This is an optimization exercise on Yosys and OpenROAD, whose aim is small area, not a production implementation.
Where RTL was checked, it was by simulation tests only, not by an equivalence proof against the original.
Power figures rest on the tool's default switching activity, not on a simulated workload.

==> flow/design.v <==
module ker_mem_loader #(
  parameter int KER_NUM        = 3,
  parameter int KER_WIDTH      = 75,
  parameter int KER_ADDR_BITS  = 11,
  parameter int DRAM_DATA_BITS = 512,
  parameter int DRAM_ADDR_BITS = 29
) (
  input  logic                                i_clk,
  input  logic                                i_rst,
  input  logic                                i_start,
  input  logic [$clog2(KER_NUM)-1:0]          i_ker_sel,
  input  logic [KER_ADDR_BITS:0]              i_ker_height,
  input  logic [DRAM_ADDR_BITS-1:0]           i_dram_base,
  output logic                                o_busy,
  output logic                                o_done,
  output logic                                o_err,
  output logic                                o_dram_rd_req,
  output logic [DRAM_ADDR_BITS-1:0]           o_dram_rd_addr,
  output logic [KER_ADDR_BITS:0]              o_dram_rd_len,
  input  logic                                i_dram_rd_gnt,
  input  logic [DRAM_DATA_BITS-1:0]           i_dram_rd_data,
  input  logic                                i_dram_rd_valid,
  output logic                                o_dram_rd_ready,
  output logic [KER_NUM-1:0]                  o_ker_wr_en,
  output logic [KER_ADDR_BITS-1:0]            o_ker_wr_addr,
  output logic [KER_WIDTH-1:0]                o_ker_wr_data,
  output logic [KER_WIDTH-1:0]                o_ker_checksum
);
  localparam int WPB = DRAM_DATA_BITS / KER_WIDTH;    
  localparam int HW  = KER_ADDR_BITS + 1;
  localparam int QW  = $clog2((1 << KER_ADDR_BITS) / WPB + 1);   
  localparam int CW  = $clog2(WPB + 1);
  localparam int SW  = $clog2(KER_NUM);
  localparam int AW  = DRAM_ADDR_BITS;
  logic                 r_req, r_stream, r_fin;
  logic [SW-1:0]        r_sel;
  logic [QW-1:0]        r_q;           
  logic [CW-1:0]        r_rem;         
  logic [CW-1:0]        r_cnt;         
  logic [KER_ADDR_BITS-1:0] r_addr;
  logic [KER_WIDTH-1:0] r_slot [WPB];
  logic                 r_rst_seen;    
  logic                 w_idle, w_wr, w_more, w_part, w_q_zero, w_last, w_ready, w_acc;
  logic [QW-1:0]        w_q;
  logic [CW-1:0]        w_rem;
  logic [KER_WIDTH-1:0] w_d [WPB];
  for (genvar k = 0; k < WPB; k++) begin : g_d
    assign w_d[k] = i_dram_rd_data[k*KER_WIDTH +: KER_WIDTH];
  end
  assign w_idle   = !(r_req | r_stream | r_fin);
  assign w_wr     = (r_cnt != '0);
  assign w_more   = (r_cnt > CW'(1));                  
  assign w_part   = (r_rem != '0);
  assign w_q_zero = (r_q == '0);
  assign w_last   = (r_cnt == CW'(1)) && w_q_zero && !w_part;
  assign w_ready  = r_stream && (!w_q_zero || w_part) && !w_more;
  assign w_acc    = w_ready && i_dram_rd_valid;
  always_comb begin
    logic [1:0]    r;
    logic [2:0]    t;
    logic [HW-2:0] q;
    r = '0;
    for (int i = HW - 1; i >= 1; i--) begin
      t      = {r, i_ker_height[i]};
      q[i-1] = (t >= 3'd3);
      r      = q[i-1] ? 2'(t - 3'd3) : t[1:0];
    end
    w_q   = q[QW-1:0];
    w_rem = {r, i_ker_height[0]};
  end
  assign o_busy          = !w_idle;
  assign o_done          = r_fin;
  assign o_err           = r_fin && (int'(r_sel) >= KER_NUM);
  assign o_dram_rd_req   = r_req;
  assign o_dram_rd_addr  = r_slot[5][AW-1:0];
  assign o_dram_rd_len   = HW'(r_q) + HW'(w_part);
  assign o_dram_rd_ready = w_ready;
  assign o_ker_wr_en     = w_wr ? (KER_NUM'(1) << r_sel) : '0;
  assign o_ker_wr_addr   = r_addr;
  assign o_ker_wr_data   = r_slot[0];
  always_ff @(posedge i_clk or posedge i_rst) begin
    if (i_rst) begin
      r_req    <= 1'b0;
      r_stream <= 1'b0;
      r_fin    <= 1'b0;
      r_cnt    <= '0;
    end else begin
      r_fin <= 1'b0;
      if (w_idle && i_start) begin
        if (int'(i_ker_sel) >= KER_NUM || i_ker_height == '0) r_fin <= 1'b1;
        else                                                  r_req <= 1'b1;
      end
      if (r_req && i_dram_rd_gnt) begin
        r_req    <= 1'b0;
        r_stream <= 1'b1;
      end
      if (w_last) begin
        r_stream <= 1'b0;
        r_fin    <= 1'b1;
      end
      if (w_acc)     r_cnt <= w_q_zero ? r_rem : CW'(WPB);
      else if (w_wr) r_cnt <= r_cnt - CW'(1);
    end
  end
  always_ff @(posedge i_clk) begin
    if (w_idle) begin
      r_sel  <= i_ker_sel;
      r_q    <= w_q;
      r_rem  <= w_rem;
      r_addr <= '0;
    end else begin
      if (w_acc) begin
        if (w_q_zero) r_rem <= '0;
        else          r_q   <= r_q - QW'(1);
      end
      if (w_wr) r_addr <= r_addr + KER_ADDR_BITS'(1);
    end
  end
  logic w_load;    
  assign w_load = r_stream && !w_more;
  always_ff @(posedge i_clk) begin
    r_slot[5][AW-1:0] <= ({AW{r_req}} & r_slot[5][AW-1:0]) | ({AW{w_idle}} & i_dram_base) |
                         ({AW{r_stream}} & w_d[5][AW-1:0]);
    r_slot[5][KER_WIDTH-1:AW] <= w_d[5][KER_WIDTH-1:AW];
    r_slot[4] <= ~(({KER_WIDTH{w_load}} | r_slot[5]) & ({KER_WIDTH{w_more}} | w_d[4]));
    r_slot[3] <= w_more ? ~r_slot[4] : w_d[3];
    r_slot[2] <= ~(({KER_WIDTH{w_load}} | r_slot[3]) & ({KER_WIDTH{w_more}} | w_d[2]));
    r_slot[1] <= w_more ? ~r_slot[2] : w_d[1];
    r_slot[0] <= ({KER_WIDTH{w_acc}} & w_d[0]) | ({KER_WIDTH{w_more}} & r_slot[1]);
  end
  logic [KER_WIDTH-1:0] r_csum;
  always_ff @(posedge i_clk or posedge i_rst) begin
    if (i_rst) r_rst_seen <= 1'b1;
    else       r_rst_seen <= 1'b0;
  end
  always_ff @(posedge i_clk or posedge i_rst) begin
    if (i_rst)                                  r_csum <= '0;
    else if ((w_idle && i_start) || r_rst_seen) r_csum <= '0;
    else                                        r_csum <= r_csum ^ r_slot[0];
  end
  assign o_ker_checksum = r_csum;
endmodule
Settings: LEC_CHECK=0, ABC_AREA=1, CAP_MARGIN=20, CORE_MARGIN=2, CORE_UTILIZATION=40, CTS_CLUSTER_DIAMETER=100, CTS_CLUSTER_SIZE=30, SLEW_MARGIN=20; clock period 6.0 ns.
standard.sh (not shown) runs the stock make flow with config.mk's settings and CLKGATE_MAP_FILE= SYNTH_SCRIPT=/design/flow/synth_recipe.tcl, a recipe that flattens the netlist after the stock synthesis.
==> flow/flow/run.sh <==
#!/bin/bash
# Layout: the standard flow, with plain buf_1 cells as the port buffers.
set -euo pipefail
export BUFFER_PORTS_ARGS="-buffer_cell sky130_fd_sc_hd__buf_1"
bash standard.sh > standard_flow.log 2>&1
Edit:
--- a/flow/design.v
+++ b/flow/design.v
@@ -115,18 +115,16 @@
       end
       if (w_wr) r_addr <= r_addr + KER_ADDR_BITS'(1);
     end
   end
-  logic w_load;    
-  assign w_load = r_stream && !w_more;
   always_ff @(posedge i_clk) begin
     r_slot[5][AW-1:0] <= ({AW{r_req}} & r_slot[5][AW-1:0]) | ({AW{w_idle}} & i_dram_base) |
                          ({AW{r_stream}} & w_d[5][AW-1:0]);
     r_slot[5][KER_WIDTH-1:AW] <= w_d[5][KER_WIDTH-1:AW];
-    r_slot[4] <= ~(({KER_WIDTH{w_load}} | r_slot[5]) & ({KER_WIDTH{w_more}} | w_d[4]));
-    r_slot[3] <= w_more ? ~r_slot[4] : w_d[3];
-    r_slot[2] <= ~(({KER_WIDTH{w_load}} | r_slot[3]) & ({KER_WIDTH{w_more}} | w_d[2]));
-    r_slot[1] <= w_more ? ~r_slot[2] : w_d[1];
+    r_slot[4] <= ~(({KER_WIDTH{w_acc}} | r_slot[5]) & ({KER_WIDTH{w_more}} | w_d[4]));
+    r_slot[3] <= w_acc ? w_d[3] : ~r_slot[4];
+    r_slot[2] <= ~(({KER_WIDTH{w_acc}} | r_slot[3]) & ({KER_WIDTH{w_more}} | w_d[2]));
+    r_slot[1] <= w_acc ? w_d[1] : ~r_slot[2];
     r_slot[0] <= ({KER_WIDTH{w_acc}} & w_d[0]) | ({KER_WIDTH{w_more}} & r_slot[1]);
   end
   logic [KER_WIDTH-1:0] r_csum;
   always_ff @(posedge i_clk or posedge i_rst) begin
The new run went through all stages and came out clean.
Utilization stays flat.
Design area barely changes.
Sequential share of layout area hardly moves.
Total power shrinks by 8.3%.
Worst setup slack got worse by 4.5 ps.
Routed wire length drops by 7.8%.
Only the layout flow was run in the first run of this note; the RTL was not checked for function there.

---

== job 101 ==
Starts from the design.v that is shown in full above.
==> flow/config.mk <==
export PLATFORM = sky130hd
export DESIGN_NAME = ker_mem_loader
export DESIGN_NICKNAME = ker_mem_loader
export VERILOG_FILES = /design/flow/design.v
export SDC_FILE = /design/flow/constraint.sdc
export NUM_CORES = 4
export LEC_CHECK = 0
export ABC_AREA = 1
export CAP_MARGIN = 20
export CORE_AREA = 5 5 265 265
export CTS_CLUSTER_DIAMETER = 100
export CTS_CLUSTER_SIZE = 30
export DIE_AREA = 0 0 270 270
export SLEW_MARGIN = 20
==> flow/constraint.sdc <==
create_clock -name core_clock -period 6.0 [get_ports {i_clk}]
set_input_delay 1.2000 -clock core_clock [delete_from_list [all_inputs] [get_ports {i_clk}]]
set_output_delay 1.2000 -clock core_clock [all_outputs]
set_load 0.01 [all_outputs]
==> flow/flow/run.sh <==
#!/bin/bash
# Layout: the standard flow (standard.sh), with two changes:
#  - synthesis maps the logic with an area-oriented ABC script (flow/area.abc) through
#    flow/my_synth.tcl, which otherwise runs synth_recipe.tcl unchanged;
#  - the port buffers are plain buf_1 cells.
# The whole ORFS output goes to standard_flow.log; ORFS's per-step logs are under orfs/logs.
set -euo pipefail
here=$(pwd)
export BUFFER_PORTS_ARGS="-buffer_cell sky130_fd_sc_hd__buf_1"
export MY_ABC_SCRIPT="$here/flow/area.abc"
export FLOW_SYNTH_TCL="$here/synth_recipe.tcl"
sed -E "s#SYNTH_SCRIPT=[^ ]*synth_recipe\.tcl#SYNTH_SCRIPT=$here/flow/my_synth.tcl#" standard.sh > my_standard.sh
grep -q "SYNTH_SCRIPT=$here/flow/my_synth.tcl" my_standard.sh
bash my_standard.sh > standard_flow.log 2>&1
==> flow/flow/area.abc <==
strash
&get -n
&dch
&nf -a
&put
==> flow/flow/my_synth.tcl <==
# The standard synthesis (synth_recipe.tcl, unchanged), with only ABC's combinational
# mapping script replaced by $::env(MY_ABC_SCRIPT). Registers are mapped before ABC runs,
# so they are the standard synthesis's, with the same names and cell types.
proc abc {args} {
  set i [lsearch -exact $args -script]
  if {$i >= 0} {
    lset args [expr {$i + 1}] $::env(MY_ABC_SCRIPT)
  }
  puts "abc (area script) $args"
  yosys abc {*}$args
}
source $::env(FLOW_SYNTH_TCL)
Final checks on job 101, whose flow otherwise completed, came back failing, citing negative setup slack.
For job 102, these inputs were changed with respect to job 101:
diff --git a/flow/design.v b/flow/design.v
--- a/flow/design.v
+++ b/flow/design.v
@@ -55,19 +55,22 @@
   assign w_last   = (r_cnt == CW'(1)) && w_q_zero && !w_part;
   assign w_ready  = r_stream && (!w_q_zero || w_part) && !w_more;
   assign w_acc    = w_ready && i_dram_rd_valid;
   always_comb begin
-    logic [1:0]    r;
-    logic [2:0]    t;
+    logic          r1, r0, n1, n0, b;
     logic [HW-2:0] q;
-    r = '0;
+    r1 = 1'b0;
+    r0 = 1'b0;
     for (int i = HW - 1; i >= 1; i--) begin
-      t      = {r, i_ker_height[i]};
-      q[i-1] = (t >= 3'd3);
-      r      = q[i-1] ? 2'(t - 3'd3) : t[1:0];
+      b      = i_ker_height[i];
+      q[i-1] = r1 | (r0 & b);                       
+      n1     = (r0 & ~b) | (r1 & b);                
+      n0     = (~r1 & ~r0 & b) | (r1 & ~b);         
+      r1     = n1;
+      r0     = n0;
     end
     w_q   = q[QW-1:0];
-    w_rem = {r, i_ker_height[0]};
+    w_rem = {r1, r0, i_ker_height[0]};
   end
   assign o_busy          = !w_idle;
   assign o_done          = r_fin;
   assign o_err           = r_fin && (int'(r_sel) >= KER_NUM);
Findings:
Job 102: PASS, flow complete, no timing, DRC or antenna violations
Looking at library cell contributing the largest single delay on the critical path, the a2111o_1 result is from job 101; the a2111oi_0 one comes from job 102.
Relative to job 101, the finished layout cell area measured on job 102 has decreased by a few percent.
[compare] base=job 101 new=job 102: normalized max-slew margin climbed 8.3 points; share of the clock period used by the worst path after layout dropped 29 points; internal reg-to-reg setup slack dropped 90 ps; number of buffers other than clock buffers in the final layout dropped 38; area overhead of the layout relative to synthesis dropped 3.1 points.
Function not checked in job 101: the RTL went through the layout flow alone.

-- static timing again, ports no longer ideal --
The flow's constraints put no driver on any port. The routed layouts listed below were extracted and timed again, unchanged, in two steps.
Step 1 sets driving cells, clkbuf_16 on the clock port and buf_2 on the other inputs (assumed; they add their load-dependent delay and slew).
Step 2 also shifts input and output timing later by t, the mid clock arrival at the registers, as if the neighbouring blocks saw the same clock.
Slacks: no drivers / after step 1 / after step 2; pairs: no drivers / after step 1.
run	t (ns)	setup WS [ns]	worst setup path after step 2	latest minus earliest clock arrival (ns)	worst slew at a driven data input, ns
the first run of note 1	0.613	0.305 / 0.328 / -0.285	input to register	0.024 / 0.024	0.12
the second run of note 1	0.625	0.300 / 0.330 / -0.295	input to register	0.018 / 0.018	0.14
job 101	0.629	-0.414 / -0.398 / -1.027	input to register	0.048 / 0.048	0.24
job 102	0.641	1.346 / 1.360 / 0.719	input to register	0.043 / 0.043	0.15
With both steps, setup timing fails in the first run of note 1 and the second run of note 1, where it was met with ideal ports. The setup slack of job 102, which loses most, moves by +0.014 ns with the drivers and by -0.627 ns with both steps.
